What follows belongs to an exercise in optimizing a design on an open flow for small area and few clock cycles; a production flow would make more cautious choices. In this exercise RTL edits were held to simulation tests only and were not proved equivalent to the original. The flow treats the clock pin as an ideal source, which a real chip does not have. Power and IR drop assume default switching activity.

`flow/flow/run.sh`:
```
#!/bin/bash
# Own layout flow: the standard flow, with three changes that only affect
# how cells are chosen:
#  - the synthesis is the standard one (synth_recipe.tcl) except that ABC maps
#    the combinational logic with an area-oriented script (flow/area.abc);
#    flip-flops are mapped before ABC runs, so they are untouched;
#  - port buffers are sky130_fd_sc_hd__buf_1 instead of the flow's default;
#  - CTS does not add dummy loads.
# Each step's full output goes to a log file in the work folder.
set -euo pipefail
W=$(pwd)

cat > "$W/area_synth.tcl" <<EOT
proc abc {args} {
  set i [lsearch -exact \$args -script]
  if {\$i >= 0} { lset args [expr {\$i + 1}] {$W/flow/area.abc} }
  yosys abc {*}\$args
}
source {$W/synth_recipe.tcl}
EOT

sed -e "s#SYNTH_SCRIPT=[^ ]*#SYNTH_SCRIPT=$W/area_synth.tcl#" \
    -e "s#CLKGATE_MAP_FILE= #CLKGATE_MAP_FILE= 'BUFFER_PORTS_ARGS=-buffer_cell sky130_fd_sc_hd__buf_1' 'CTS_ARGS=-sink_clustering_enable -repair_clock_nets -buf_list sky130_fd_sc_hd__clkbuf_8 -dont_use_dummy_load' #" \
    "$W/standard.sh" > "$W/own_standard.sh"

bash "$W/own_standard.sh" synth > "$W/log_synth.txt" 2>&1
bash "$W/own_standard.sh" > "$W/log_layout.txt" 2>&1
```
`flow/flow/area.abc`:
```
strash
 &get -n
 &dc2
 &dch -f
 &nf -R 1000
 &put
 mfs2
 strash
 &get -n
 &dch -f
 &nf -R 1000
 &put
```
`flow/standard.sh`:
```
#!/bin/bash
# synth_recipe.tcl (not shown) runs the flow's synth.tcl, then flattens the netlist and writes it again
# the make line also repeats each setting of config.mk as NAME=value (left out here)
make -C /OpenROAD-flow-scripts/flow DESIGN_CONFIG=/design/flow/config.mk WORK_HOME=/design/flow/orfs CLKGATE_MAP_FILE= SYNTH_SCRIPT=/design/flow/synth_recipe.tcl "${@:-finish}"
```
`flow/config.mk`:
```
export PLATFORM = sky130hd
export DESIGN_NAME = rgb565_to_bmp24_stream_top
export DESIGN_NICKNAME = rgb565_to_bmp24_stream_top
export VERILOG_FILES = /design/flow/design.v
export SDC_FILE = /design/flow/constraint.sdc
export NUM_CORES = 4
export LEC_CHECK = 0
export ABC_AREA = 1
export CAP_MARGIN = 20
export CORE_MARGIN = 2
export CORE_UTILIZATION = 40
export CTS_BUF_LIST = sky130_fd_sc_hd__clkbuf_4
export SLEW_MARGIN = 20
```
`flow/constraint.sdc`:
```
create_clock -name core_clock -period 12.0 [get_ports {i_clk}]
set_input_delay 2.4000 -clock core_clock [delete_from_list [all_inputs] [get_ports {i_clk}]]
set_output_delay 2.4000 -clock core_clock [all_outputs]
set_load 0.01 [all_outputs]
```
`flow/design.v`:
```
package rgbb_pkg;
    localparam int MAX_DIM = 4096;
endpackage
module rgb565_to_bmp24_stream_top (
    input  logic        i_clk,
    input  logic        i_rst_n,
    input  logic        i_cfg_we,
    input  logic [0:0]  i_cfg_idx,
    input  logic [12:0] i_cfg_data,
    input  logic        i_pixel_valid,
    output logic        o_pixel_ready,
    input  logic [15:0] i_pixel,
    output logic        o_byte_valid,
    input  logic        i_byte_ready,
    output logic [7:0]  o_out_byte,
    output logic        o_last_of_item,
    output logic        o_end_of_file
);
    logic [12:0] r_w, r_h, cfg_cl;
    logic        cfg_zero;
    assign cfg_zero = (i_cfg_data == 13'd0);
    assign cfg_cl   = {i_cfg_data[12], i_cfg_data[11:1] & {11{!i_cfg_data[12]}},
                       (i_cfg_data[0] & !i_cfg_data[12]) | cfg_zero};
    always_ff @(posedge i_clk) begin
        if (!i_rst_n) begin
            r_w <= 13'd320;
            r_h <= 13'd180;
        end else if (i_cfg_we) begin
            if (i_cfg_idx == 1'b0) r_w <= cfg_cl;
            else                   r_h <= cfg_cl;
        end
    end
    logic        r_full;
    logic [5:0]  r_pos;
    logic [15:0] r_px;
    logic        row_end, file_end;
    logic [1:0]  pad;
    logic        last;
    logic        take, done, accept;
    assign row_end  = (&r_acc[23:13]) && !r_acc[12];
    assign file_end = row_end && (&r_acc[11:1]) && !r_acc[0];
    assign pad      = row_end ? r_w[1:0] : 2'd0;
    assign last     = r_pos[5] && r_pos[4] && r_pos[3] && (r_pos[2:0] == {1'b0, pad});
    logic [23:0] r_acc;
    logic [3:0]  r_mcnt;
    logic        r_aprev;
    logic [1:0]  r_mcar;
    logic        mdone, mrestart, mfile;
    logic        a_i, r_i, s1, c1;
    logic [1:0]  mcar_n;
    logic [12:0] msum;
    logic [3:0]  mcnt_inc;
    assign mdone = r_mcnt[3] & r_mcnt[2];
    assign a_i    = r_acc[0];
    assign s1     = a_i ^ r_aprev;
    assign c1     = a_i & r_aprev;
    assign r_i    = s1 ^ r_mcar[0];
    assign mcar_n = {c1 & (s1 & r_mcar[0]) | r_mcar[1] & (c1 | (s1 & r_mcar[0])),
                     c1 ^ (s1 & r_mcar[0]) ^ r_mcar[1]};
    always_comb begin
        logic c;
        logic h;
        logic a;
        c = mdone;
        for (int i = 0; i < 12; i++) begin
            h       = r_i & !mdone & r_h[i];
            a       = (mdone && row_end) ? r_acc[i] : r_acc[12+i];
            msum[i] = a ^ h ^ c;
            c       = (a & h) | (c & (a ^ h));
        end
        msum[12] = c | (r_i & !mdone & r_h[12]);
    end
    assign mcnt_inc = {r_mcnt[3] ^ (r_mcnt[2] & r_mcnt[1] & r_mcnt[0]),
                       r_mcnt[2] ^ (r_mcnt[1] & r_mcnt[0]),
                       r_mcnt[1] ^ r_mcnt[0], !r_mcnt[0]};
    logic hdr_acc;
    assign hdr_acc = !r_pos[4] && !r_pos[3] && (r_pos[2] ^ r_pos[1]) && (r_pos[5:4] != 2'b11);
    assign o_byte_valid  = r_full && !(hdr_acc && !mdone);
    assign take          = o_byte_valid && i_byte_ready;
    assign done          = take && last;
    assign o_pixel_ready = !r_full || done;
    assign accept        = i_pixel_valid && o_pixel_ready;
    logic r_wpend;
    always_ff @(posedge i_clk) r_wpend <= !i_rst_n || (i_cfg_we && i_cfg_idx == 1'b0);
    assign mfile    = !i_rst_n || i_cfg_we || r_wpend || (done && file_end);
    assign mrestart = mfile || (take && r_pos == 6'd5);
    always_ff @(posedge i_clk) begin
        if (mrestart) begin
            r_acc   <= {mfile ? 12'd13 : 12'd0, 1'b0, r_w[12:2]};
            r_mcnt  <= 4'd0;
            r_aprev <= 1'b0;
            r_mcar  <= r_w[1:0];
        end else if (!mdone) begin
            r_acc   <= {msum, r_acc[11:1]};
            r_mcnt  <= mcnt_inc;
            r_aprev <= a_i;
            r_mcar  <= mcar_n;
        end else if (take && r_pos == 6'd37) begin
            r_acc <= {~r_w[11:0], ~r_h[11:0]};
        end else if (done && row_end) begin
            r_acc <= {~r_w[11:0], msum[11:0]};
        end else if (done) begin
            r_acc[23:12] <= msum[11:0];
        end
    end
    always_ff @(posedge i_clk) begin
        if (!i_rst_n) begin
            r_full  <= 1'b0;
        end else begin
            if (accept) r_full <= 1'b1;
            else if (done) r_full <= 1'b0;
        end
    end
    always_ff @(posedge i_clk) begin
        if (!i_rst_n)  r_pos <= 6'd0;
        else if (done) r_pos <= file_end ? 6'd0 : 6'd54;
        else if (take) r_pos <= r_pos + 6'd1;
    end
    always_ff @(posedge i_clk) begin
        if (accept) r_px <= i_pixel;
    end
    logic [4:0] ch5;
    logic [5:0] g;
    logic [2:0] fr5;
    logic [1:0] fr6;
    logic [7:0] pix_byte;
    assign ch5 = r_pos[1] ? r_px[4:0] : r_px[15:11];
    assign g   = r_px[10:5];
    always_comb begin
        case (ch5)
            5'd0, 5'd1, 5'd2, 5'd3, 5'd4:        fr5 = 3'd0;
            5'd5, 5'd6, 5'd7, 5'd8:              fr5 = 3'd1;
            5'd9, 5'd10, 5'd11, 5'd12, 5'd13:    fr5 = 3'd2;
            5'd14, 5'd15, 5'd16, 5'd17:          fr5 = 3'd3;
            5'd18, 5'd19, 5'd20, 5'd21, 5'd22:   fr5 = 3'd4;
            5'd23, 5'd24, 5'd25, 5'd26:          fr5 = 3'd5;
            5'd27, 5'd28, 5'd29, 5'd30:          fr5 = 3'd6;
            default:                             fr5 = 3'd7;
        endcase
    end
    always_comb begin
        if (g == 6'd63)                          fr6 = 2'd3;
        else if (g[5] && (g[4] || g[3] && (g[2] || g[1]))) fr6 = 2'd2;
        else if (g[5] || g[4] && (g[3] || g[2] && (g[1] || g[0]))) fr6 = 2'd1;
        else                                     fr6 = 2'd0;
    end
    assign pix_byte = (r_pos[1:0] == 2'b11) ? {g, fr6} : {ch5, fr5};
    logic [7:0] acc_byte;
    always_comb begin
        case (r_pos[1:0])
            2'd2:    acc_byte = {r_acc[5:0], !r_pos[5], 1'b0};
            2'd3:    acc_byte = r_acc[13:6];
            2'd0:    acc_byte = r_acc[21:14];
            default: acc_byte = {6'd0, r_acc[23:22]};
        endcase
    end
    always_comb begin
        case (r_pos)
            6'd0:  o_out_byte = 8'h42;
            6'd1:  o_out_byte = 8'h4D;
            6'd2, 6'd3, 6'd4, 6'd5, 6'd34, 6'd35, 6'd36, 6'd37: o_out_byte = acc_byte;
            6'd10: o_out_byte = 8'd54;
            6'd14: o_out_byte = 8'd40;
            6'd18: o_out_byte = r_w[7:0];
            6'd19: o_out_byte = {3'd0, r_w[12:8]};
            6'd22: o_out_byte = r_h[7:0];
            6'd23: o_out_byte = {3'd0, r_h[12:8]};
            6'd26: o_out_byte = 8'd1;
            6'd28: o_out_byte = 8'd24;
            6'd54, 6'd55, 6'd56: o_out_byte = pix_byte;
            default: o_out_byte = 8'd0;
        endcase
    end
    assign o_last_of_item = last;
    assign o_end_of_file  = last && file_end;
endmodule
```
==> results.json, run 1 <==
{
  "required_ns": 12.07,
  "combPwrFrac_pct": 11.8,
  "period_share_pct": 61.8,
  "synth_cells": 506,
  "die_x_um": 112,
  "drive_gt1_share_pct": 2.48,
  "holdWs_ns": 0.484,
  "drv_slew": 0,
  "max_stage_delay_ns": 0.59,
  "clk_pin_slew_ns": 0.07,
  "ys_seq_area_share_pct": 43.9,
  "die_h_um": 112,
  "port_buffers": 46,
  "grt_pass1_vias": 4084,
  "maxSlewHeadroom_pct": 29.5,
  "synthFlopType": "edfxtp_1",
  "crit_path_frequent_cell": "fa_1",
  "setup_viol": 0,
  "p_sw_share_pct": 26.8,
  "synthDistinctLibCells": 45,
  "ys_seq_elements": 81,
  "syn_area_um2": 4630,
  "power_switching_w": 0.000145,
  "htree_levels": 3,
  "ys_top_cells_by_area": "edfxtp_1, dfxtp_1, o21ai_0, fa_1, a21oi_1",
  "cts_resized": 0,
  "cts_made_buffers": 9,
  "critPathKind": "register to register",
  "cts_sinks": 81,
  "initial_core_util_pct": 40.7,
  "wirelength_um": 14900,
  "root_buffer": "clkbuf_8",
  "arrival_ns": 7.49,
  "std_cell_rows": 39,
  "clock_path_buffers": 2,
  "crit_path_end_kind": "register",
  "yosysTopAreaCell": "edfxtp_1",
  "place_ws_ns": 4.67,
  "yosys_warnings": 1,
  "dr.pass1.iters": 6,
  "p_int_w": 0.000395,
  "grt_pass1_wl_um": 23400,
  "cts_tree": "yes",
  "antenna_cells": 0,
  "via_count": 4307,
  "core_area_um2": 11400,
  "cts_hold_buf": 0,
  "reg2reg_depth": 26,
  "fp.dieArea_um2": 12400,
  "post_cts_buffers": 0,
  "p_clk_share_pct": 28.7,
  "maxCapViolCount": 0,
  "grt_overflow": 0,
  "finalNetCount": 624,
  "status": "finished clean",
  "rsz0062_at_grt": "false",
  "path_max_fanout": 24,
  "synth_nets": 564,
  "fin_setup_tns_ns": 0,
  "ios": 47,
  "hold_depth": 2,
  "hold_viol": 0,
  "dpl.hpwl_um": 11500,
  "worst_pin_slew_ns": 1.05,
  "grt_max_degree": 28,
  "routedWlPerCell_um": 21.1,
  "area_delta_synth_final_pct": 11.0,
  "power_leakage_nw": 1.78,
  "placed_cells_incl_taps": 698,
  "min_path_type": "register to register",
  "gr-usage-all-layers_pct": 24.3,
  "gp_congestion": 1.01,
  "fin_ws_ns": 4.58,
  "synthArstFlopShare_pct": 0,
  "seqPwrFrac_pct": 59.4,
  "max_freq_mhz": 135,
  "drtAntennaViolNets": 0,
  "synth.avg_cell_area_um2": 9.15,
  "final_cell_count_no_fill": 707,
  "layout_min_cycle_time_ns": 7.42,
  "skew_ns": 0.0262,
  "drt_iter0_drc": 455,
  "synth-edff-count": 41,
  "drc_errors": 0,
  "slowest_stage": "clkinv_1",
  "vdd.ir_drop.worst_mv": 0.0694,
  "synth_top_area_share_pct": 26.6,
  "routed_via_density": 6.09,
  "insertion_delay_ns": 0.36,
  "power_density_nw_per_um2": 105,
  "cp-start-kind": "register",
  "antenna_found_initial": 0
}
==> registers in the layout, indices dropped and copies added, names as in the netlist <==
register	flops
r_h	13
r_mcar	2
r_pos	6
r_wpend	1
r_mcnt	4
r_acc	24
r_w	13
r_full	1
r_px	16
r_aprev	1
==> Yosys cell counts, drive strengths merged, types with 6 or more instances <==
master and number:
o22ai 7, a31oi 8, nor4 6, nor2 52, nand2 60, fa 14, xnor2 6, nand3 7
dfxtp 40, ha 9, and2 8, o21ai 69, nor2b 6, a21oi 48, nand4 9, a22oi 6
and3 11, clkinv 17, a222oi 8, nand2b 9, edfxtp 41, o21a 10, o211ai 8, mux2i 6
==> power groups by stage <==
stage          clock (W)  combinational [W]  sequential (W)
6_report        0.000155          0.0000639        0.000321
5_1_grt         0.000168          0.0000718        0.000321
4_1_cts         0.000158          0.0000636        0.000320
3_5_place_dp           0          0.0000633        0.000326
3_3_place_gp           0          0.0000633        0.000326
2_1_floorplan          0          0.0000420        0.000317
==> per-stage QoR <==
stage	utilization (%)	total power [W]	area, µm²
2_1_floorplan	-	0.000359	4630
3_3_place_gp	44.1	0.000389	5010
3_5_place_dp	44.1	0.000389	5010
4_1_cts	45.2	0.000541	5140
5_1_grt	45.2	0.000561	5140
6_report	45.2	0.000539	5140
==> cells in the final DEF, fill, tap and decap left out, types with 4 or more instances in the layout <==
cell	instances
a31oi_1	8
a22oi_1	6
buf_1	46
nand3_1	7
edfxtp_1	41
a21oi_1	48
nor2b_1	6
o21a_1	10
and2_0	8
nand2b_1	9
nor4_1	4
xnor2_1	6
and3_1	11
nor3_1	5
nand2_1	60
o22ai_1	7
clkbuf_8	9
ha_1	9
o21ai_0	69
fa_1	14
nand4_1	9
a222oi_1	8
dfxtp_1	40
a22o_1	5
nor2_1	52
mux2i_1	6
o211ai_1	8
clkinv_1	17
==> worst max-delay path, delay by kind of cell, from the launching register on <==
kind | cells | cell delay (ns)
AOI/OAI and AO/OA | 3 | 0.50
and+or+nand+nor | 4 | 0.86
buffers and inverters | 7 | 1.23
adders and majority gates | 12 | 4.16
DFF | 1 | 0.37
==> worst paths after layout <==
check | startpoint | slack (ns) | end
hold / removal | r_mcnt[3] | 0.48 | r_mcnt[3]
setup / recovery | r_mcnt[2] | 4.58 | r_acc[23]
setup reg to reg | r_mcnt[2] | 4.58 | r_acc[23]
hold reg to reg | r_mcnt[3] | 0.48 | r_mcnt[3]
==> area by class of cell <==
| cell class | instances | area, µm² |
|---|---|---|
| Sequential cell | 81 | 2030 |
| Inverter | 17 | 63.8 |
| Clock buffer | 9 | 124 |
| Multi-Input combinational cell | 408 | 2540 |
| Timing Repair Buffer | 49 | 195 |
| Fill cell | 1127 | 6230 |
| Tap cell | 143 | 179 |
==> kinds of logic after synthesis <==
logic type | share of synthesized area, %
multiplexers | 1.54
AO/OA/AOI/OAI | 24.6
flip-flops | 43.9
buffers and inverters | 1.38
AND/OR/NAND/NOR | 18.7
adder cells (fa/ha/maj) | 8.49
XOR/XNOR | 1.32
==> routing by layer <==
metal	wire, µm	up-vias	global-route usage (%)
met3	1290	34	4.84
met5	0	-	0
li1	-	2038	-
met4	469	0	9.63
met1	6850	2019	36.4
met2	6290	216	34.5
Testbench counts, summed over its fixed seeds: cycles 21,454.
==> run 2, diff against run 1 <==
--- a/flow/design.v
+++ b/flow/design.v
@@ -40,7 +40,7 @@
     assign row_end  = (&r_acc[23:13]) && !r_acc[12];
     assign file_end = row_end && (&r_acc[11:1]) && !r_acc[0];
     assign pad      = row_end ? r_w[1:0] : 2'd0;
-    assign last     = r_pos[5] && r_pos[4] && r_pos[3] && (r_pos[2:0] == {1'b0, pad});
+    assign last     = r_pos[5] && r_pos[4] && r_pos[3] && (r_pos[2:0] == 3'd2 + {1'b0, pad});
     logic [23:0] r_acc;
     logic [3:0]  r_mcnt;
     logic        r_aprev;
@@ -74,7 +74,7 @@
                        r_mcnt[2] ^ (r_mcnt[1] & r_mcnt[0]),
                        r_mcnt[1] ^ r_mcnt[0], !r_mcnt[0]};
     logic hdr_acc;
-    assign hdr_acc = !r_pos[4] && !r_pos[3] && (r_pos[2] ^ r_pos[1]) && (r_pos[5:4] != 2'b11);
+    assign hdr_acc = !r_pos[4] && !r_pos[3] && r_pos[2];
     assign o_byte_valid  = r_full && !(hdr_acc && !mdone);
     assign take          = o_byte_valid && i_byte_ready;
     assign done          = take && last;
@@ -83,7 +83,7 @@
     logic r_wpend;
     always_ff @(posedge i_clk) r_wpend <= !i_rst_n || (i_cfg_we && i_cfg_idx == 1'b0);
     assign mfile    = !i_rst_n || i_cfg_we || r_wpend || (done && file_end);
-    assign mrestart = mfile || (take && r_pos == 6'd5);
+    assign mrestart = mfile || (take && r_pos == 6'd7);
     always_ff @(posedge i_clk) begin
         if (mrestart) begin
             r_acc   <= {mfile ? 12'd13 : 12'd0, 1'b0, r_w[12:2]};
@@ -95,7 +95,7 @@
             r_mcnt  <= mcnt_inc;
             r_aprev <= a_i;
             r_mcar  <= mcar_n;
-        end else if (take && r_pos == 6'd37) begin
+        end else if (take && r_pos == 6'd39) begin
             r_acc <= {~r_w[11:0], ~r_h[11:0]};
         end else if (done && row_end) begin
             r_acc <= {~r_w[11:0], msum[11:0]};
@@ -112,8 +112,8 @@
         end
     end
     always_ff @(posedge i_clk) begin
-        if (!i_rst_n)  r_pos <= 6'd0;
-        else if (done) r_pos <= file_end ? 6'd0 : 6'd54;
+        if (!i_rst_n)  r_pos <= 6'd2;
+        else if (done) r_pos <= file_end ? 6'd2 : 6'd56;
         else if (take) r_pos <= r_pos + 6'd1;
     end
     always_ff @(posedge i_clk) begin
@@ -124,7 +124,7 @@
     logic [2:0] fr5;
     logic [1:0] fr6;
     logic [7:0] pix_byte;
-    assign ch5 = r_pos[1] ? r_px[4:0] : r_px[15:11];
+    assign ch5 = r_pos[1] ? r_px[15:11] : r_px[4:0];
     assign g   = r_px[10:5];
     always_comb begin
         case (ch5)
@@ -144,30 +144,30 @@
         else if (g[5] || g[4] && (g[3] || g[2] && (g[1] || g[0]))) fr6 = 2'd1;
         else                                     fr6 = 2'd0;
     end
-    assign pix_byte = (r_pos[1:0] == 2'b11) ? {g, fr6} : {ch5, fr5};
+    assign pix_byte = r_pos[0] ? {g, fr6} : {ch5, fr5};
     logic [7:0] acc_byte;
     always_comb begin
         case (r_pos[1:0])
-            2'd2:    acc_byte = {r_acc[5:0], !r_pos[5], 1'b0};
-            2'd3:    acc_byte = r_acc[13:6];
-            2'd0:    acc_byte = r_acc[21:14];
+            2'd0:    acc_byte = {r_acc[5:0], !r_pos[5], 1'b0};
+            2'd1:    acc_byte = r_acc[13:6];
+            2'd2:    acc_byte = r_acc[21:14];
             default: acc_byte = {6'd0, r_acc[23:22]};
         endcase
     end
     always_comb begin
         case (r_pos)
-            6'd0:  o_out_byte = 8'h42;
-            6'd1:  o_out_byte = 8'h4D;
-            6'd2, 6'd3, 6'd4, 6'd5, 6'd34, 6'd35, 6'd36, 6'd37: o_out_byte = acc_byte;
-            6'd10: o_out_byte = 8'd54;
-            6'd14: o_out_byte = 8'd40;
-            6'd18: o_out_byte = r_w[7:0];
-            6'd19: o_out_byte = {3'd0, r_w[12:8]};
-            6'd22: o_out_byte = r_h[7:0];
-            6'd23: o_out_byte = {3'd0, r_h[12:8]};
-            6'd26: o_out_byte = 8'd1;
-            6'd28: o_out_byte = 8'd24;
-            6'd54, 6'd55, 6'd56: o_out_byte = pix_byte;
+            6'd2:  o_out_byte = 8'h42;
+            6'd3:  o_out_byte = 8'h4D;
+            6'd4, 6'd5, 6'd6, 6'd7, 6'd36, 6'd37, 6'd38, 6'd39: o_out_byte = acc_byte;
+            6'd12: o_out_byte = 8'd54;
+            6'd16: o_out_byte = 8'd40;
+            6'd20: o_out_byte = r_w[7:0];
+            6'd21: o_out_byte = {3'd0, r_w[12:8]};
+            6'd24: o_out_byte = r_h[7:0];
+            6'd25: o_out_byte = {3'd0, r_h[12:8]};
+            6'd28: o_out_byte = 8'd1;
+            6'd30: o_out_byte = 8'd24;
+            6'd56, 6'd57, 6'd58: o_out_byte = pix_byte;
             default: o_out_byte = 8'd0;
         endcase
     end
==> run 2 against run 1 <==
Net effect: register-to-register slack improved by 0.55 ns; cell area rose by 0.39%; sequential cell count did not move; core utilization rose by 0.18 points; synthesized cell count rose by 1.4%; clock skew rose by 0.0027 ns; non-clock buffer count rose by 4; cell count rose by 1.6%; via count rose by 1.8%; critical path depth did not move; critical endpoint unchanged; highest routed layer unchanged.
==> results.json, run 2 <==
{
  "status": "finished clean",
  "required_ns": 12.12,
  "wirelength_um": 15200,
  "drc_errors": 0,
  "worst_pin_slew_ns": 1.09,
  "clock_path_buffers": 2,
  "power_leakage_nw": 1.81,
  "reg2reg_depth": 26,
  "reg.largest.list": "r_acc: 24 flops, r_px: 16 flops",
  "maxCapViolCount": 0,
  "cts_made_buffers": 9,
  "yosysMostFrequentCell": "nand2_1",
  "critPathKind": "register to register",
  "synth-edff-count": 41,
  "min_from": "r_mcnt[3]",
  "path_max_fanout": 7,
  "placed_cells_incl_taps": 709,
  "drt_iter0_drc": 384,
  "ios": 47,
  "synth_cells": 513,
  "synthSimpleGateAreaFrac_pct": 20.6,
  "synth_fa_ha_area_share_pct": 7.94,
  "std_cell_rows": 39,
  "layout_min_cycle_time_ns": 6.87,
  "antenna_cells": 0,
  "htree_levels": 3,
  "finalNetCount": 633,
  "synth_top_family_by_area": "compound AO/OA/AOI/OAI gates",
  "cp-start-kind": "register",
  "r2r-end": "r_acc[23]",
  "max_stage_delay_ns": 0.75,
  "syn_area_um2": 4630,
  "rsz0062_at_grt": "false",
  "crit_path_end_kind": "register",
  "cts_tree": "yes",
  "core_area_um2": 11400,
  "antenna_found_initial": 0,
  "routedWlPerCell_um": 21.1,
  "regMostFlops": "r_acc",
  "cts_hold_buf": 0,
  "holdWs_ns": 0.487,
  "skew_ns": 0.0288,
  "synthMuxAreaShare_pct": 1.84,
  "cts_sinks": 81,
  "hold_viol": 0,
  "fp.dieArea_um2": 12500,
  "wl_met2_um": 6870,
  "gp_congestion": 0.936,
  "synthFlopType": "edfxtp_1",
  "ys_seq_elements": 81,
  "clk_pin_slew_ns": 0.07,
  "min_path_type": "register to register",
  "wirelength_met1_um": 6650,
  "synth_top_area_share_pct": 26.6,
  "power_density_nw_per_um2": 104,
  "crit_path_frequent_cell": "fa_1",
  "post_cts_buffers": 0,
  "area_delta_synth_final_pct": 11.4,
  "synthDistinctLibCells": 47,
  "largest_reg_flops": 24,
  "period_share_pct": 57.2,
  "final_common_cell": "nand2_1",
  "netlist_top_cells_count": "nand2_1, o21ai_0, a21oi_1",
  "grt_pass1_vias": 4202,
  "synth_nets": 569,
  "ys_seq_area_share_pct": 43.9,
  "grt_max_degree": 43,
  "reg2reg_from": "r_acc[0]",
  "n_fill_cell": 1141,
  "synth.avg_cell_area_um2": 9.03,
  "root_buffer": "clkbuf_8",
  "yosys_warnings": 1,
  "arrival_ns": 6.99,
  "drv_slew": 0,
  "place_ws_ns": 5.17,
  "synth_compound_area_share_pct": 23.4,
  "synthArstFlopShare_pct": 0,
  "die_x_um": 112,
  "reg2reg_slack_ns": 5.13,
  "slowest_stage": "fa_1",
  "final_cell_count_no_fill": 718,
  "layout_common_cells": "nand2_1, o21ai_0, a21oi_1",
  "drive_gt1_share_pct": 2.78,
  "p_total_w": 0.000537,
  "vdd.ir_drop.worst_mv": 0.0806,
  "fin_ws_ns": 5.13,
  "port_buffers": 46,
  "grt_pass1_wl_um": 23900,
  "dr.pass1.iters": 7,
  "ys_top_cells_by_area": "edfxtp_1, dfxtp_1, o21ai_0, nand2_1, fa_1",
  "cts_resized": 0,
  "grt_overflow": 0,
  "setup_viol": 0,
  "hold_depth": 2,
  "yosysTopAreaCell": "edfxtp_1",
  "drtAntennaViolNets": 0,
  "gr-usage-all-layers_pct": 25.4,
  "via_count": 4386,
  "fin_setup_tns_ns": 0,
  "maxSlewHeadroom_pct": 27.1,
  "route.met3.wl_um": 1170,
  "synth_xor_area_share_pct": 0.946,
  "hold_end": "r_mcnt[3]",
  "top_layer": "met4",
  "initial_core_util_pct": 40.7,
  "routed_via_density": 6.11,
  "dpl.hpwl_um": 11400,
  "insertion_delay_ns": 0.39,
  "max_freq_mhz": 146,
  "die_h_um": 112
}
-- run 2: layer usage --
| metal | global-route usage (%) | vias up |
|---|---|---|
| met5 | 0 | - |
| met4 | 11.6 | 0 |
| met3 | 3.43 | 34 |
| met2 | 38.5 | 219 |
| met1 | 36.2 | 2089 |
| li1 | - | 2044 |
-- run 2: through the flow --
step,utilization [%],instance area [µm²]
global route,45.4,5160
floorplan,-,4630
CTS,45.4,5160
global placement,44.3,5030
detailed placement,44.3,5030
finish,45.4,5160
-- run 2: worst max-delay path, delay by kind of cell (launching register included) --
kind,cells,cell delay (ns)
AO/OA/AOI/OAI,3,0.55
adder cells (fa/ha/maj),13,4.49
buffers and inverters,7,0.48
flip-flops,1,0.49
AND/OR/NAND/NOR,3,0.59
-- run 2: kinds of logic (layout without fill, tap and decap cells) --
kind of cell	after synthesis	after routing
xor+xnor	5	5
flops	81	81
buf+inv	17	79
simple gates	204	204
mux	8	8
fa+ha+maj	21	21
compound gates	177	177
-- run 2: cell type report --
class                           count  area [µm²]  area share (%)
Tap cell                          143         179            3.47
Inverter                           17        63.8            1.24
Clock buffer                        9         124            2.40
Multi-Input combinational cell    415        2530            49.1
Timing Repair Buffer               53         225            4.37
Sequential cell                    81        2030            39.4
-- run 2: worst max-delay path by stage --
stage                     startpoint        end  slack, ns  cells after the start
after floorplan            r_mcnt[2]  r_acc[23]       5.06                     27
after detailed placement    r_acc[0]  r_acc[23]       5.17                     26
after global placement      r_acc[0]  r_acc[23]       5.30                     26
after CTS                   r_acc[0]  r_acc[23]       5.14                     26
after global routing       r_mcnt[2]  r_acc[23]       4.66                     29
final                       r_acc[0]  r_acc[23]       5.13                     26
-- run 2: power by group --
part	switching (W)	total [W]	internal, W
clock	0.0000946	0.000162	0.0000671
sequential	0.0000161	0.000318	0.000302
combinational	0.0000357	0.0000575	0.0000219
total	0.000146	0.000537	0.000391
Testbench counts of run 2, summed over its fixed seeds: cycles 21,454.
==> run 3, diff against run 2 <==
==> flow/flow/area.abc (replaced) <==
strash
 &get -n
 &deepsyn -J 100
 &put
 dch -f
 amap
 mfs2
 strash
 &get -n
 &deepsyn -J 100
 &put
 &get -n
 &dch -f
 &nf -R 1000
 &put
--- a/flow/config.mk
+++ b/flow/config.mk
@@ -9,5 +9,4 @@
 export CAP_MARGIN = 20
 export CORE_MARGIN = 2
 export CORE_UTILIZATION = 40
-export CTS_BUF_LIST = sky130_fd_sc_hd__clkbuf_4
 export SLEW_MARGIN = 20
==> run 3 against run 2 <==
Net effect: still clean on timing, DRC and antenna; synthesized cell count shrank 13%; via count shrank 4.7%; clock power shrank 4%; cell count shrank 9.7%; worst setup slack gained 0.31 ns; cell area shrank 4.8%; maximum frequency grew 4.7%; non-clock buffer count shrank 2; clock-buffer cell count is the same; combinational power shrank 3.5%; largest cell class unchanged.
==> results.json, run 3 <==
{
  "status": "finished clean",
  "use_met2_pct": 40.6,
  "wirelength_um": 14800,
  "drive_gt1_share_pct": 2.76,
  "grt_overflow": 0,
  "synth_top_area_share_pct": 28.0,
  "layout_min_cycle_time_ns": 6.56,
  "cp-start-kind": "register",
  "netlist_top_cells_count": "nand2_1, edfxtp_1, dfxtp_1",
  "ys_seq_area_share_pct": 46.1,
  "area_delta_synth_final_pct": 11.6,
  "final_cell_area_um2": 4910,
  "final_cell_count_no_fill": 648,
  "vdd.ir_drop.worst_mv": 0.0598,
  "setup_viol": 0,
  "synthArstFlopShare_pct": 0,
  "antenna_found_initial": 0,
  "ios": 47,
  "post_cts_buffers": 0,
  "grt_pass1_wl_um": 22800,
  "syn_area_um2": 4400,
  "cts_resized": 0,
  "place_ws_ns": 5.51,
  "power_density_nw_per_um2": 108,
  "layout_common_cells": "nand2_1, buf_1, edfxtp_1",
  "yosysMostFrequentCell": "nand2_1",
  "ys_seq_elements": 81,
  "largest_reg_flops": 24,
  "synth_cells": 448,
  "cts_made_buffers": 9,
  "power_leakage_nw": 1.71,
  "grt_use_met1_pct": 35.0,
  "regMostFlops": "r_acc",
  "reg2reg_depth": 24,
  "period_share_pct": 54.7,
  "maxSlewHeadroom_pct": 31.6,
  "rsz0062_at_grt": "false",
  "busiest_layer": "met2",
  "cts_tree": "yes",
  "met3_usage_pct": 5.26,
  "hold_viol": 0,
  "gp_congestion": 1.01,
  "crit_path_end_kind": "register",
  "routed_via_density": 6.45,
  "antenna_cells": 0,
  "gr-usage-all-layers_pct": 26.1,
  "max_freq_mhz": 152,
  "fp.dieArea_um2": 11900,
  "initial_core_util_pct": 40.8,
  "grt_max_degree": 19,
  "final_core_util_pct": 45.5,
  "grt_pass1_vias": 3976,
  "core_area_um2": 10800,
  "yosys_warnings": 1,
  "port_buffers": 46,
  "fin_ws_ns": 5.44,
  "worst_pin_slew_ns": 1.03,
  "drt_iter0_drc": 740,
  "synthFlopType": "edfxtp_1",
  "skew_ns": 0.0245,
  "die_h_um": 109,
  "path_max_fanout": 8,
  "placed_cells_incl_taps": 639,
  "drtAntennaViolNets": 0,
  "arrival_ns": 6.64,
  "htree_levels": 3,
  "insertion_delay_ns": 0.36,
  "die_x_um": 109,
  "reg.largest.list": "r_acc: 24 flops, r_px: 16 flops",
  "synth_nets": 504,
  "drv_slew": 0,
  "final_common_cell": "nand2_1",
  "root_buffer": "clkbuf_8",
  "drc_errors": 0,
  "hold_depth": 2,
  "place_area_um2": 4790,
  "std_cell_rows": 38,
  "yosysTopAreaCell": "edfxtp_1",
  "cts_hold_buf": 0,
  "min_path_type": "register to register",
  "fin_setup_tns_ns": 0,
  "synth.avg_cell_area_um2": 9.83,
  "required_ns": 12.08,
  "clock_path_buffers": 2,
  "clk_pin_slew_ns": 0.07,
  "maxCapViolCount": 0,
  "routedWlPerCell_um": 22.9,
  "via_count": 4180,
  "synth-edff-count": 41,
  "finalNetCount": 566,
  "synthDistinctLibCells": 45,
  "ys_top_cells_by_area": "edfxtp_1, dfxtp_1, fa_1, nand2_1, a22o_1",
  "cts_sinks": 81,
  "dpl.hpwl_um": 11400,
  "critPathKind": "register to register",
  "dr.pass1.iters": 8
}
run 3: changes by cell type after synthesis, moves of 4 or more:
cell	before	now
nand3_1	9	13
nand2_1	81	64
nand2b_1	16	8
nor2_1	45	38
a22oi_1	13	5
and2_0	7	12
a221oi_1	3	8
a21oi_1	50	27
o21ai_0	64	27
o221ai_1	0	10
o211ai_1	6	1
a22o_1	2	20
run 3: cell type report:
cell class	instances	area (µm²)
fillers	1056	5880
well taps	140	175
repair buffers	51	210
flip-flops and latches	81	2030
inverters	18	67.6
multi-input cells	349	2300
clock buffers	9	124
run 3: final timing paths:
| check | endpoint | slack, ns | startpoint |
|---|---|---|---|
| setup / recovery | r_acc[23] | 5.44 | r_acc[0] |
| hold / removal | r_mcnt[3] | 0.49 | r_mcnt[3] |
| setup reg to reg | r_acc[23] | 5.44 | r_acc[0] |
| hold reg to reg | r_mcnt[3] | 0.49 | r_mcnt[3] |
run 3: stage by stage:
stage / hold slack (ns) / total power (W)
2_1_floorplan: 0.443 / 0.000352
3_3_place_gp: 0.465 / 0.000379
3_5_place_dp: 0.472 / 0.000380
4_1_cts: 0.493 / 0.000531
5_1_grt: 0.550 / 0.000553
6_report: 0.489 / 0.000531
run 3: layer usage:
metal,wire length [µm],vias up
li1,-,1858
met1,5910,1995
met2,6780,275
met3,1520,52
met4,613,0
met5,0,-
run 3: cells by family after synthesis:
| family | Yosys count | share of synthesized area (%) |
|---|---|---|
| flops | 81 | 46.1 |
| compound gates | 138 | 22.4 |
| fa+ha+maj | 21 | 8.35 |
| buf+inv | 18 | 1.53 |
| simple gates | 181 | 19.5 |
| xor+xnor | 3 | 0.597 |
| mux | 6 | 1.45 |
run 3: critical path, cell delays in order, from the launching register on:
cell      delay (ns)
edfxtp_1        0.52
fa_1            0.73
and2_0          0.36
nand2_1         0.13
fa_1            0.43
fa_1            0.46
fa_1            0.43
clkinv_1        0.07
fa_1            0.17
clkinv_1        0.08
fa_1            0.42
clkinv_1        0.06
fa_1            0.17
fa_1            0.18
fa_1            0.17
clkinv_1        0.07
fa_1            0.37
clkinv_1        0.07
fa_1            0.16
clkinv_1        0.07
fa_1            0.38
clkinv_1        0.07
fa_1            0.45
o21ai_0         0.18
o22ai_1         0.10
run 3: where the power goes:
| group | internal, W | total [W] | switching [W] | leakage (nW) |
|---|---|---|---|---|
| sequential | 0.000303 | 0.000320 | 0.0000173 | 0.766 |
| combinational | 0.0000214 | 0.0000555 | 0.0000341 | 0.875 |
| clock | 0.0000671 | 0.000155 | 0.0000882 | 0.0647 |
| total | 0.000391 | 0.000531 | 0.000140 | 1.71 |
==> run 4, diff against run 3 <==
--- a/flow/design.v
+++ b/flow/design.v
@@ -16,18 +16,19 @@
     output logic        o_last_of_item,
     output logic        o_end_of_file
 );
-    logic [12:0] r_w, r_h, cfg_cl;
-    logic        cfg_zero;
-    assign cfg_zero = (i_cfg_data == 13'd0);
-    assign cfg_cl   = {i_cfg_data[12], i_cfg_data[11:1] & {11{!i_cfg_data[12]}},
-                       (i_cfg_data[0] & !i_cfg_data[12]) | cfg_zero};
+    logic [11:0] r_wm, r_hm, cfg_cl;
+    logic [12:0] r_w, r_h;
+    assign cfg_cl = i_cfg_data[12] ? 12'd0 :
+                    {i_cfg_data[11:1], i_cfg_data[0] | (i_cfg_data[11:1] == 11'd0)};
+    assign r_w    = {r_wm == 12'd0, r_wm};
+    assign r_h    = {r_hm == 12'd0, r_hm};
     always_ff @(posedge i_clk) begin
         if (!i_rst_n) begin
-            r_w <= 13'd320;
-            r_h <= 13'd180;
+            r_wm <= 12'd320;
+            r_hm <= 12'd180;
         end else if (i_cfg_we) begin
-            if (i_cfg_idx == 1'b0) r_w <= cfg_cl;
-            else                   r_h <= cfg_cl;
+            if (i_cfg_idx == 1'b0) r_wm <= cfg_cl;
+            else                   r_hm <= cfg_cl;
         end
     end
     logic        r_full;
--- a/flow/flow/run.sh
+++ b/flow/flow/run.sh
@@ -5,7 +5,8 @@
 #    the combinational logic with an area-oriented script (flow/area.abc);
 #    flip-flops are mapped before ABC runs, so they are untouched;
 #  - port buffers are sky130_fd_sc_hd__buf_1 instead of the flow's default;
-#  - CTS does not add dummy loads.
+#  - CTS builds the tree from clkbuf_4 without dummy loads, and a hook
+#    (flow/clk_upsize.tcl) upsizes the buffers that drive more than 8 pins.
 # Each step's full output goes to a log file in the work folder.
 set -euo pipefail
 W=$(pwd)
@@ -20,7 +21,7 @@
 EOT
 
 sed -e "s#SYNTH_SCRIPT=[^ ]*#SYNTH_SCRIPT=$W/area_synth.tcl#" \
-    -e "s#CLKGATE_MAP_FILE= #CLKGATE_MAP_FILE= 'BUFFER_PORTS_ARGS=-buffer_cell sky130_fd_sc_hd__buf_1' 'CTS_ARGS=-sink_clustering_enable -repair_clock_nets -buf_list sky130_fd_sc_hd__clkbuf_8 -dont_use_dummy_load' #" \
+    -e "s#CLKGATE_MAP_FILE= #CLKGATE_MAP_FILE= 'BUFFER_PORTS_ARGS=-buffer_cell sky130_fd_sc_hd__buf_1' 'CTS_ARGS=-sink_clustering_enable -repair_clock_nets -buf_list sky130_fd_sc_hd__clkbuf_4 -dont_use_dummy_load' 'POST_CTS_TCL=$W/flow/clk_upsize.tcl' #" \
     "$W/standard.sh" > "$W/own_standard.sh"
 
 bash "$W/own_standard.sh" synth > "$W/log_synth.txt" 2>&1
==> flow/flow/clk_upsize.tcl (new file) <==
# Upsize clock tree buffers that drive more than 8 pins from clkbuf_4 to
# clkbuf_8, so that every flip-flop clock pin sees a sharp edge, then legalize
# the placement again.
set big [[ord::get_db] findMaster sky130_fd_sc_hd__clkbuf_8]
set n_up 0
foreach inst [[ord::get_db_block] getInsts] {
  if { [[$inst getMaster] getName] ne "sky130_fd_sc_hd__clkbuf_4" } { continue }
  set net [[$inst findITerm X] getNet]
  if { $net eq "NULL" } { continue }
  if { [llength [$net getITerms]] - 1 > 8 } {
    $inst swapMaster $big
    incr n_up
  }
}
puts "clk_upsize: upsized $n_up clock buffers"
if { $n_up > 0 } {
  detailed_placement
  check_placement -verbose
}
--- a/flow/config.mk
+++ b/flow/config.mk
@@ -5,8 +5,8 @@
 export SDC_FILE = /design/flow/constraint.sdc
 export NUM_CORES = 4
 export LEC_CHECK = 0
-export ABC_AREA = 1
 export CAP_MARGIN = 20
 export CORE_MARGIN = 2
 export CORE_UTILIZATION = 40
+export GPL_TIMING_DRIVEN = 0
 export SLEW_MARGIN = 20
==> run 4 against run 3 <==
Net effect: still clean on timing, DRC and antenna; maximum frequency shrank 7.3%; cell area shrank 1.2%; register-to-register slack lost 0.52 ns; die area shrank 0.17%; synthesized cell count grew 1.6%; worst hold slack gained 0.016 ns; global-route usage shrank 0.48 points; first-iteration DRC count shrank 20%; sequential power shrank 3%; critical endpoint is now r_acc[11]; largest power group unchanged.
==> results.json, run 4 <==
{
  "status": "finished clean",
  "drv_slew": 0,
  "crit_path_end_kind": "register",
  "final_common_cell": "nand2_1",
  "ys_seq_area_share_pct": 45.3,
  "drc_errors": 0,
  "ios": 47,
  "cts_tree": "yes",
  "gp_congestion": 0.954,
  "grt_pass1_vias": 3977,
  "synth_nets": 511,
  "synthArstFlopShare_pct": 0,
  "grt_overflow": 0,
  "yosysTopAreaCell": "edfxtp_1",
  "setup_viol": 0,
  "drtAntennaViolNets": 0,
  "die_x_um": 109,
  "antenna_cells": 0,
  "drive_gt1_share_pct": 1.96,
  "dpl.hpwl_um": 11100,
  "synthFlopType": "edfxtp_1",
  "netlist_top_cells_count": "nand2_1, nor2_1, edfxtp_1",
  "maxCapViolCount": 0,
  "layout_common_cells": "nand2_1, nor2_1, buf_1",
  "gr-usage-all-layers_pct": 25.6,
  "power_leakage_nw": 1.73,
  "largest_reg_flops": 24,
  "required_ns": 12.33,
  "worst_pin_slew_ns": 1.15,
  "reg.largest.list": "r_acc: 24 flops, r_px: 16 flops",
  "final_core_util_pct": 45.0,
  "hold_viol": 0,
  "synthDistinctLibCells": 44,
  "synth.avg_cell_area_um2": 9.66,
  "finalNetCount": 568,
  "max_freq_mhz": 141,
  "path_max_fanout": 15,
  "seqPwrFrac_pct": 61.0,
  "drt_iter0_drc": 593,
  "p_int_w": 0.000373,
  "die_h_um": 109,
  "layout_min_cycle_time_ns": 7.08,
  "wirelength_um": 14600,
  "crit_path_frequent_cell": "fa_1",
  "cts_sinks": 79,
  "insertion_delay_ns": 0.45,
  "core_area_um2": 10800,
  "power_switching_w": 0.000139,
  "combPwrFrac_pct": 10.8,
  "routedWlPerCell_um": 22.5,
  "synth-edff-count": 41,
  "p_clk_share_pct": 28.2,
  "p_sw_share_pct": 27.1,
  "yosysMostFrequentCell": "nand2_1",
  "min_path_type": "register to register",
  "crit_family": "adder cells",
  "initial_core_util_pct": 40.7,
  "rsz0062_at_grt": "false",
  "synth_cells": 455,
  "antenna_found_initial": 0,
  "grt_pass1_wl_um": 22200,
  "path_buf_inv": 8,
  "yosys_warnings": 1,
  "synth_top_area_share_pct": 28.0,
  "clk_pin_slew_ns": 0.10,
  "power_density_nw_per_um2": 105,
  "fp.dieArea_um2": 11800,
  "ys_seq_elements": 79,
  "regMostFlops": "r_acc",
  "critPathKind": "register to register",
  "fin_setup_tns_ns": 0,
  "vdd.ir_drop.worst_mv": 0.0580,
  "via_count": 4143,
  "max_stage_delay_ns": 0.67,
  "grt_max_degree": 17,
  "period_share_pct": 59.0,
  "port_buffers": 46,
  "routed_via_density": 6.37,
  "syn_area_um2": 4400,
  "maxSlewHeadroom_pct": 23.3,
  "dr.pass1.iters": 9,
  "skew_ns": 0.0277,
  "std_cell_rows": 38,
  "arrival_ns": 7.42,
  "cp-start-kind": "register",
  "slowest_stage": "clkinv_1",
  "ys_top_cells_by_area": "edfxtp_1, dfxtp_1, fa_1, nand2_1, nor2_1",
  "area_delta_synth_final_pct": 10.4
}
[run 4: cell count changes in the layout (fill, tap and decap cells not counted), moves of 4 or more]
cell	previous run	this run
a211oi_1	0	5
o22ai_1	3	8
nand2_1	64	60
o21ai_0	27	19
a221o_1	1	5
o221ai_1	10	6
nand2b_1	8	2
a21oi_1	27	20
buf_4	5	0
nor2_1	38	52
nor4_1	7	11
[run 4: worst min-delay path: stages, from the launching register on]
cell	delay, ns
dfxtp_1	0.35
a31oi_1	0.05
nor2_1	0.08
[run 4: area by class of cell]
| type | count | area [µm²] |
|---|---|---|
| clock buffers | 9 | 105 |
| fillers | 1078 | 5940 |
| inverters | 19 | 71.3 |
| multi-input cells | 357 | 2340 |
| flip-flops and latches | 79 | 1990 |
| well taps | 140 | 175 |
| repair buffers | 46 | 173 |
[run 4: logic make-up after synthesis]
family,after synthesis,share of synthesized area (%)
compound gates,128,21.0
buf+inv,19,1.62
simple gates,198,21.4
fa+ha+maj,21,8.37
xor+xnor,3,0.598
mux,7,1.68
flops,79,45.3
[run 4: per-layer routing]
layer  global-route usage [%]  up-vias  part of all wire [%]
li1                         -     1873                     -
met2                     38.4      266                    44
met3                     4.66       56                   9.1
met5                        0        -                     0
met4                     14.0        0                   5.0
met1                     35.0     1948                    42
[run 4: stage by stage]
| step | total power [W] | worst slack (ns) | cells | hold slack [ns] | cell area [µm²] |
|---|---|---|---|---|---|
| 6_report | 0.000511 | 4.92 | 650 | 0.505 | 4860 |
| 5_1_grt | 0.000533 | 4.53 | 650 | 0.530 | 4860 |
| 3_5_place_dp | 0.000371 | 4.95 | 641 | 0.487 | 4740 |
| 3_3_place_gp | 0.000371 | 5.03 | 641 | 0.456 | 4740 |
| 2_1_floorplan | 0.000346 | 5.86 | 455 | 0.443 | 4400 |
[run 4: path summary, 6_finish.rpt]
check	start	to	slack [ns]	cells after the start
setup / recovery	r_mcnt[2]	r_acc[11]	4.92	26
hold / removal	r_mcnt[3]	r_mcnt[3]	0.51	2
setup reg to reg	r_mcnt[2]	r_acc[11]	4.92	26
hold reg to reg	r_mcnt[3]	r_mcnt[3]	0.51	2
[run 4: power by group through the flow]
stage / combinational, W / sequential, W / clock [W]
2_1_floorplan: 0.0000365 / 0.000309 / 0
3_3_place_gp: 0.0000534 / 0.000317 / 0
3_5_place_dp: 0.0000544 / 0.000317 / 0
5_1_grt: 0.0000614 / 0.000313 / 0.000159
6_report: 0.0000553 / 0.000312 / 0.000144
Testbench counts of run 4, summed over its fixed seeds: cycles 21,454.
==> run 5, diff against run 4 <==
--- a/flow/design.v
+++ b/flow/design.v
@@ -83,8 +83,9 @@
     assign accept        = i_pixel_valid && o_pixel_ready;
     logic r_wpend;
     always_ff @(posedge i_clk) r_wpend <= !i_rst_n || (i_cfg_we && i_cfg_idx == 1'b0);
-    assign mfile    = !i_rst_n || i_cfg_we || r_wpend || (done && file_end);
-    assign mrestart = mfile || (take && r_pos == 6'd7);
+    assign mrestart = !i_rst_n || i_cfg_we || r_wpend || (done && file_end)
+                   || (take && r_pos == 6'd7);
+    assign mfile    = !(&r_pos[2:0]);
     always_ff @(posedge i_clk) begin
         if (mrestart) begin
             r_acc   <= {mfile ? 12'd13 : 12'd0, 1'b0, r_w[12:2]};
==> run 5 against run 4 <==
Net effect: still clean; via count is 0.14% lower; global-route usage is 0.69 points higher; register-to-register slack worse by 0.17 ns; cell count stayed put; clock power hardly changed; area after synthesis is 0.63% lower; worst hold slack better by 0.0029 ns; combinational power is 11% lower; critical path type unchanged; largest cell class unchanged; largest power group unchanged.
==> results.json, run 5 <==
{
  "status": "finished clean",
  "maxSlewHeadroom_pct": 39.2,
  "antenna_cells": 0,
  "drv_slew": 0,
  "yosysMostFrequentCell": "nand2_1",
  "fin_setup_tns_ns": 0,
  "grt_overflow": 0,
  "synth_cells": 455,
  "antenna_found_initial": 0,
  "reg2reg_slack_ns": 4.75,
  "period_share_pct": 60.4,
  "worst_pin_slew_ns": 0.903,
  "power_density_nw_per_um2": 104,
  "die_x_um": 109,
  "layout_min_cycle_time_ns": 7.25,
  "drc_errors": 0,
  "dr.pass1.iters": 5,
  "finalNetCount": 569,
  "drive_gt1_share_pct": 2.16,
  "ys_seq_elements": 79,
  "skew_ns": 0.0434,
  "reg2reg_from": "r_acc[12]",
  "setup_viol": 0,
  "slowest_stage": "nor4_1",
  "vdd.ir_drop.worst_mv": 0.0696,
  "yosysTopAreaCell": "edfxtp_1",
  "cts_sinks": 79,
  "synthDistinctLibCells": 42,
  "fin_ws_ns": 4.75,
  "clk_pin_slew_ns": 0.08,
  "crit_path_frequent_cell": "fa_1",
  "wirelength_um": 14700,
  "grt_pass1_wl_um": 22800,
  "synth-edff-count": 41,
  "synth.avg_cell_area_um2": 9.60,
  "min_from": "r_mcnt[0]",
  "initial_core_util_pct": 40.7,
  "max_freq_mhz": 138,
  "netlist_top_cells_count": "nand2_1, nor2_1, edfxtp_1",
  "required_ns": 12.15,
  "rsz0062_at_grt": "false",
  "ys_seq_area_share_pct": 45.6,
  "drtAntennaViolNets": 0,
  "gr-usage-all-layers_pct": 26.3,
  "ys_top_cells_by_area": "edfxtp_1, dfxtp_1, fa_1, nand2_1, a22o_1",
  "drt_iter0_drc": 472,
  "fp.dieArea_um2": 11800,
  "std_cell_rows": 38,
  "r2r-end": "r_acc[23]",
  "synth_top_area_share_pct": 28.2,
  "synthArstFlopShare_pct": 0,
  "crit_path_end_kind": "register",
  "maxCapViolCount": 0,
  "dpl.hpwl_um": 11000,
  "min_path_type": "register to register",
  "largest_reg_flops": 24,
  "max_stage_delay_ns": 0.82,
  "synthFlopType": "edfxtp_1",
  "arrival_ns": 7.40,
  "via_count": 4137,
  "layout_common_cells": "nand2_1, buf_1, nor2_1",
  "routedWlPerCell_um": 22.6,
  "synth_nets": 512,
  "path_max_fanout": 12,
  "reg2reg_depth": 26,
  "reg.largest.list": "r_acc: 24 flops, r_px: 16 flops",
  "place_ws_ns": 4.87,
  "die_h_um": 109,
  "yosys_warnings": 1,
  "critPathKind": "register to register",
  "routed_via_density": 6.36,
  "power_leakage_nw": 1.71,
  "final_common_cell": "nand2_1",
  "cp-start-kind": "register",
  "port_buffers": 46,
  "ios": 47,
  "syn_area_um2": 4370,
  "hold_end": "r_mcnt[0]",
  "cts_tree": "yes",
  "grt_max_degree": 18,
  "core_area_um2": 10700,
  "insertion_delay_ns": 0.46,
  "regMostFlops": "r_acc",
  "hold_depth": 2,
  "gp_congestion": 0.945,
  "area_delta_synth_final_pct": 10.6,
  "hold_viol": 0,
  "grt_pass1_vias": 3982
}
## run 5: how the worst max path moves through the flow
stage                   start         to  cells past startpoint
floorplan            r_acc[0]  r_acc[22]                     24
global placement    r_acc[12]  r_acc[22]                     26
detailed placement  r_acc[12]  r_acc[22]                     26
global route        r_acc[12]  r_acc[23]                     26
finish              r_acc[12]  r_acc[23]                     26
## run 5: cell families after synthesis
logic type / after synthesis / synth area share [%]
simple gates: 195 / 20.9
compound gates: 132 / 21.5
flops: 79 / 45.6
fa+ha+maj: 22 / 8.71
buf+inv: 20 / 1.72
mux: 5 / 1.17
xor+xnor: 2 / 0.401
## run 5: area by class of cell
type	instances	area, µm²
clock buffer	9	105
fill	1071	5910
inverter	20	75.1
multi-input combinational	356	2310
sequential	79	1990
tap	140	175
timing repair buffer	46	173
## run 5: per-stage QoR
stage	power, W	hold WS, ns	cells	cell area (µm²)	util (%)
detailed placement	0.000365	0.506	641	4730	44.0
finish	0.000504	0.508	650	4830	45.0
global route	0.000525	0.551	650	4830	45.0
floorplan	0.000339	0.469	455	4370	-
global placement	0.000363	0.486	641	4720	43.9
## run 5: where the power goes
group | switching, W | internal (W) | leakage (nW)
Sequential | 0.0000162 | 0.000295 | 0.750
Combinational | 0.0000305 | 0.0000188 | 0.904
Clock | 0.0000884 | 0.0000558 | 0.0569
## run 5: per-layer routing
metal	share of wire, %	GRT usage (%)
met5	0	0
met4	3.8	12.0
met3	9.5	7.66
met2	44	39.0
met1	42	35.4
## run 5: worst max-delay path, delay by kind of cell, from the launching register on
family / cells / cell delay (ns)
adder cells (fa/ha/maj): 12 / 3.87
AND/OR/NAND/NOR: 4 / 1.76
buffers and inverters: 8 / 0.67
flip-flops: 1 / 0.46
AO/OA/AOI/OAI: 2 / 0.20
Testbench counts of run 5, summed over its fixed seeds: cycles 21,454.
==> run 6, diff against run 5 <==
--- a/flow/design.v
+++ b/flow/design.v
@@ -51,7 +51,7 @@
     logic [1:0]  mcar_n;
     logic [12:0] msum;
     logic [3:0]  mcnt_inc;
-    assign mdone = r_mcnt[3] & r_mcnt[2];
+    assign mdone = r_mcnt[3] & r_mcnt[2] & !r_mcnt[1];
     assign a_i    = r_acc[0];
     assign s1     = a_i ^ r_aprev;
     assign c1     = a_i & r_aprev;
@@ -81,13 +81,15 @@
     assign done          = take && last;
     assign o_pixel_ready = !r_full || done;
     assign accept        = i_pixel_valid && o_pixel_ready;
-    logic r_wpend;
-    always_ff @(posedge i_clk) r_wpend <= !i_rst_n || (i_cfg_we && i_cfg_idx == 1'b0);
-    assign mrestart = !i_rst_n || i_cfg_we || r_wpend || (done && file_end)
-                   || (take && r_pos == 6'd7);
-    assign mfile    = !(&r_pos[2:0]);
+    logic mpend, mpark;
+    assign mpark    = !i_rst_n || i_cfg_we;
+    assign mpend    = r_mcnt[3] && r_mcnt[2] && r_mcnt[1];
+    assign mfile    = mpend || (done && file_end);
+    assign mrestart = mfile || (take && r_pos == 6'd7);
     always_ff @(posedge i_clk) begin
-        if (mrestart) begin
+        if (mpark) begin
+            r_mcnt  <= 4'd15;
+        end else if (mrestart) begin
             r_acc   <= {mfile ? 12'd13 : 12'd0, 1'b0, r_w[12:2]};
             r_mcnt  <= 4'd0;
             r_aprev <= 1'b0;
==> run 6 against run 5 <==
Net effect: sequential share of layout area shrank 0.30 points; sequential power grew 4%; core utilization grew 0.13 points; clock skew shrank 0.011 ns; sequential cell count shrank 1; critical path type unchanged; area after synthesis grew 0.54%; first-iteration DRC count grew 24%.
==> results.json, run 6 <==
{
  "vdd.ir_drop.worst_mv": 0.0690,
  "synth_top_area_share_pct": 29.4,
  "reg2reg_slack_ns": 5.37,
  "drc_errors": 0,
  "die_h_um": 109,
  "grt_pass1_wl_um": 22300,
  "routedWlPerCell_um": 22.3,
  "max_freq_mhz": 151,
  "drive_gt1_share_pct": 2.33,
  "crit_start": "r_mcnt[2]",
  "area_delta_synth_final_pct": 10.8,
  "wirelength_um": 14600,
  "crit_path_end_kind": "register",
  "cts_tree": "yes",
  "drt_iter0_drc": 583,
  "synth.avg_cell_area_um2": 9.59,
  "p_sw_share_pct": 30.3,
  "core_area_um2": 10800,
  "synthArstFlopShare_pct": 0,
  "yosysMostFrequentCell": "nand2_1",
  "worst_pin_slew_ns": 0.992,
  "initial_core_util_pct": 40.7,
  "combPwrFrac_pct": 18.8,
  "antenna_cells": 0,
  "drv_slew": 0,
  "syn_area_um2": 4390,
  "grt_overflow": 0,
  "skew_ns": 0.0324,
  "min_path_type": "register to register",
  "reg.largest.list": "r_acc: 24 flops, r_px: 16 flops",
  "r2r-end": "r_acc[23]",
  "synthDistinctLibCells": 43,
  "place_area_um2": 4760,
  "dpl.hpwl_um": 11000,
  "crit_path_frequent_cell": "fa_1",
  "ys_seq_elements": 78,
  "synth_cells": 458,
  "rsz0062_at_grt": "false",
  "ys_top_cells_by_area": "edfxtp_1, dfxtp_1, fa_1, nand2_1, nor2_1",
  "synth_nets": 514,
  "reg2reg_depth": 28,
  "status": "finished clean",
  "required_ns": 12.16,
  "gr-usage-all-layers_pct": 25.5,
  "drtAntennaViolNets": 0,
  "insertion_delay_ns": 0.45,
  "clk_pin_slew_ns": 0.08,
  "gp_congestion": 1.01,
  "die_x_um": 109,
  "via_count": 4131,
  "seqPwrFrac_pct": 56.6,
  "setup_viol": 0,
  "routed_via_density": 6.32,
  "cp-start-kind": "register",
  "final_core_util_pct": 45.1,
  "ys_seq_area_share_pct": 45.3,
  "maxCapViolCount": 0,
  "holdWs_ns": 0.511,
  "multiInputGateArea_um2": 2360,
  "fp.dieArea_um2": 11800,
  "grt_pass1_vias": 3910,
  "critPathKind": "register to register",
  "std_cell_rows": 38,
  "grt_max_degree": 17,
  "final_cell_area_um2": 4870,
  "largest_reg_flops": 24,
  "worstSetupEndpoint": "r_acc[23]",
  "netlist_top_cells_count": "nand2_1, nor2_1, edfxtp_1",
  "regArea_um2": 1990,
  "yosys_warnings": 1,
  "p_clk_share_pct": 24.6,
  "layout_min_cycle_time_ns": 6.63,
  "reg2reg_from": "r_mcnt[2]",
  "port_buffers": 46,
  "ios": 47,
  "arrival_ns": 6.79,
  "synthFlopType": "edfxtp_1",
  "slowest_stage": "or2_0",
  "period_share_pct": 55.2,
  "layout_common_cells": "nand2_1, nor2_1, buf_1",
  "maxSlewHeadroom_pct": 33.8,
  "antenna_found_initial": 0,
  "power_switching_w": 0.000174,
  "finalNetCount": 572,
  "p_int_w": 0.000400,
  "dr.pass1.iters": 6,
  "fin_setup_tns_ns": 0,
  "max_stage_delay_ns": 0.72,
  "hold_viol": 0,
  "path_max_fanout": 14,
  "regMostFlops": "r_acc",
  "yosysTopAreaCell": "edfxtp_1",
  "power_density_nw_per_um2": 118,
  "power_leakage_nw": 1.69,
  "cts_sinks": 78,
  "synth-edff-count": 43,
  "n_fill_cell": 1035,
  "final_common_cell": "nand2_1"
}
==> run 6: worst min path at each step <==
stage	startpoint	endpoint	slack [ns]	cells past startpoint
floorplan	r_mcnt[0]	r_mcnt[0]	0.45	1
global placement	r_mcnt[0]	r_mcnt[0]	0.47	1
detailed placement	r_mcnt[3]	r_mcnt[3]	0.50	2
global route	r_mcnt[3]	r_mcnt[3]	0.54	2
finish	r_mcnt[0]	r_mcnt[0]	0.51	1
==> run 6: per-stage QoR <==
step | power, W | setup WS [ns] | cells
floorplan | 0.000392 | 6.21 | 458
global placement | 0.000432 | 5.51 | 644
detailed placement | 0.000435 | 5.43 | 645
global route | 0.000599 | 4.89 | 654
finish | 0.000573 | 5.37 | 654
==> run 6: power groups by stage <==
stage                     combinational (W)  sequential, W  clock (W)
after floorplan                   0.0000743       0.000318          0
after global placement             0.000103       0.000329          0
after detailed placement           0.000106       0.000329          0
after global routing               0.000120       0.000325   0.000154
final                              0.000108       0.000324   0.000141
==> run 6: critical path: cells and delay by family (launching register included) <==
family	cells	cell delay, ns
buffers and inverters	8	0.66
adder cells (fa/ha/maj)	12	3.33
AND/OR/NAND/NOR	4	1.41
AO/OA/AOI/OAI	4	0.61
flip-flops	1	0.34
==> run 6: layout make-up <==
type	count	share of cell area, %
clock buffers	9	2.16
inverters	14	1.08
well taps	140	3.60
flip-flops and latches	78	40.9
multi-input cells	366	48.5
repair buffers	47	3.78
==> run 6: cells by family (layout without fill, tap and decap cells) <==
group | count (synthesis) | count (layout) | synth area share (%)
xor+xnor | 3 | 3 | 0.598
compound gates | 130 | 130 | 20.5
flops | 78 | 78 | 45.3
fa+ha+maj | 21 | 21 | 8.37
buf+inv | 14 | 70 | 1.20
simple gates | 207 | 207 | 22.8
mux | 5 | 5 | 1.17
==> run 6: layer usage <==
metal | global-route usage, % | up-vias | wire length [µm]
li1 | - | 1865 | -
met1 | 35.3 | 1937 | 6100
met2 | 40.3 | 266 | 6410
met3 | 4.42 | 63 | 1440
met4 | 8.70 | 0 | 671
met5 | 0 | - | 0
Testbench counts of run 6, summed over its fixed seeds: cycles 21,505.

## static timing again, ports no longer ideal
In the flow no input, the clock included, has a driving cell. The finished layouts below were timed again as built, in two steps.
Step 1 sets driving cells, clkbuf_16 on the clock port and buf_2 on the other inputs (assumed; they add their load-dependent delay and slew).
Step 2 adds t to the input delays and takes it off the output delays; t is the mean of the earliest and latest rising clock arrival at the registers after step 1. Input paths then give back, and output paths get back, about the clock's delay inside the block.
Three values: no drivers, after step 1, after step 2; two values: the first two.
run	t, ns	setup slack, ns	worst setup path at the end	clock arrival spread, ns
run 1	0.379	4.582 / 4.582 / 4.582	register to register	0.027 / 0.026
run 2	0.409	5.133 / 5.133 / 5.133	register to register	0.029 / 0.029
run 3	0.386	5.439 / 5.439 / 5.439	register to register	0.024 / 0.024
run 4	0.470	4.919 / 4.919 / 4.919	register to register	0.028 / 0.028
run 5	0.471	4.747 / 4.747 / 4.747	register to register	0.044 / 0.043
run 6	0.464	5.372 / 5.372 / 5.372	register to register	0.033 / 0.033
After both steps every run listed still meets setup and hold.
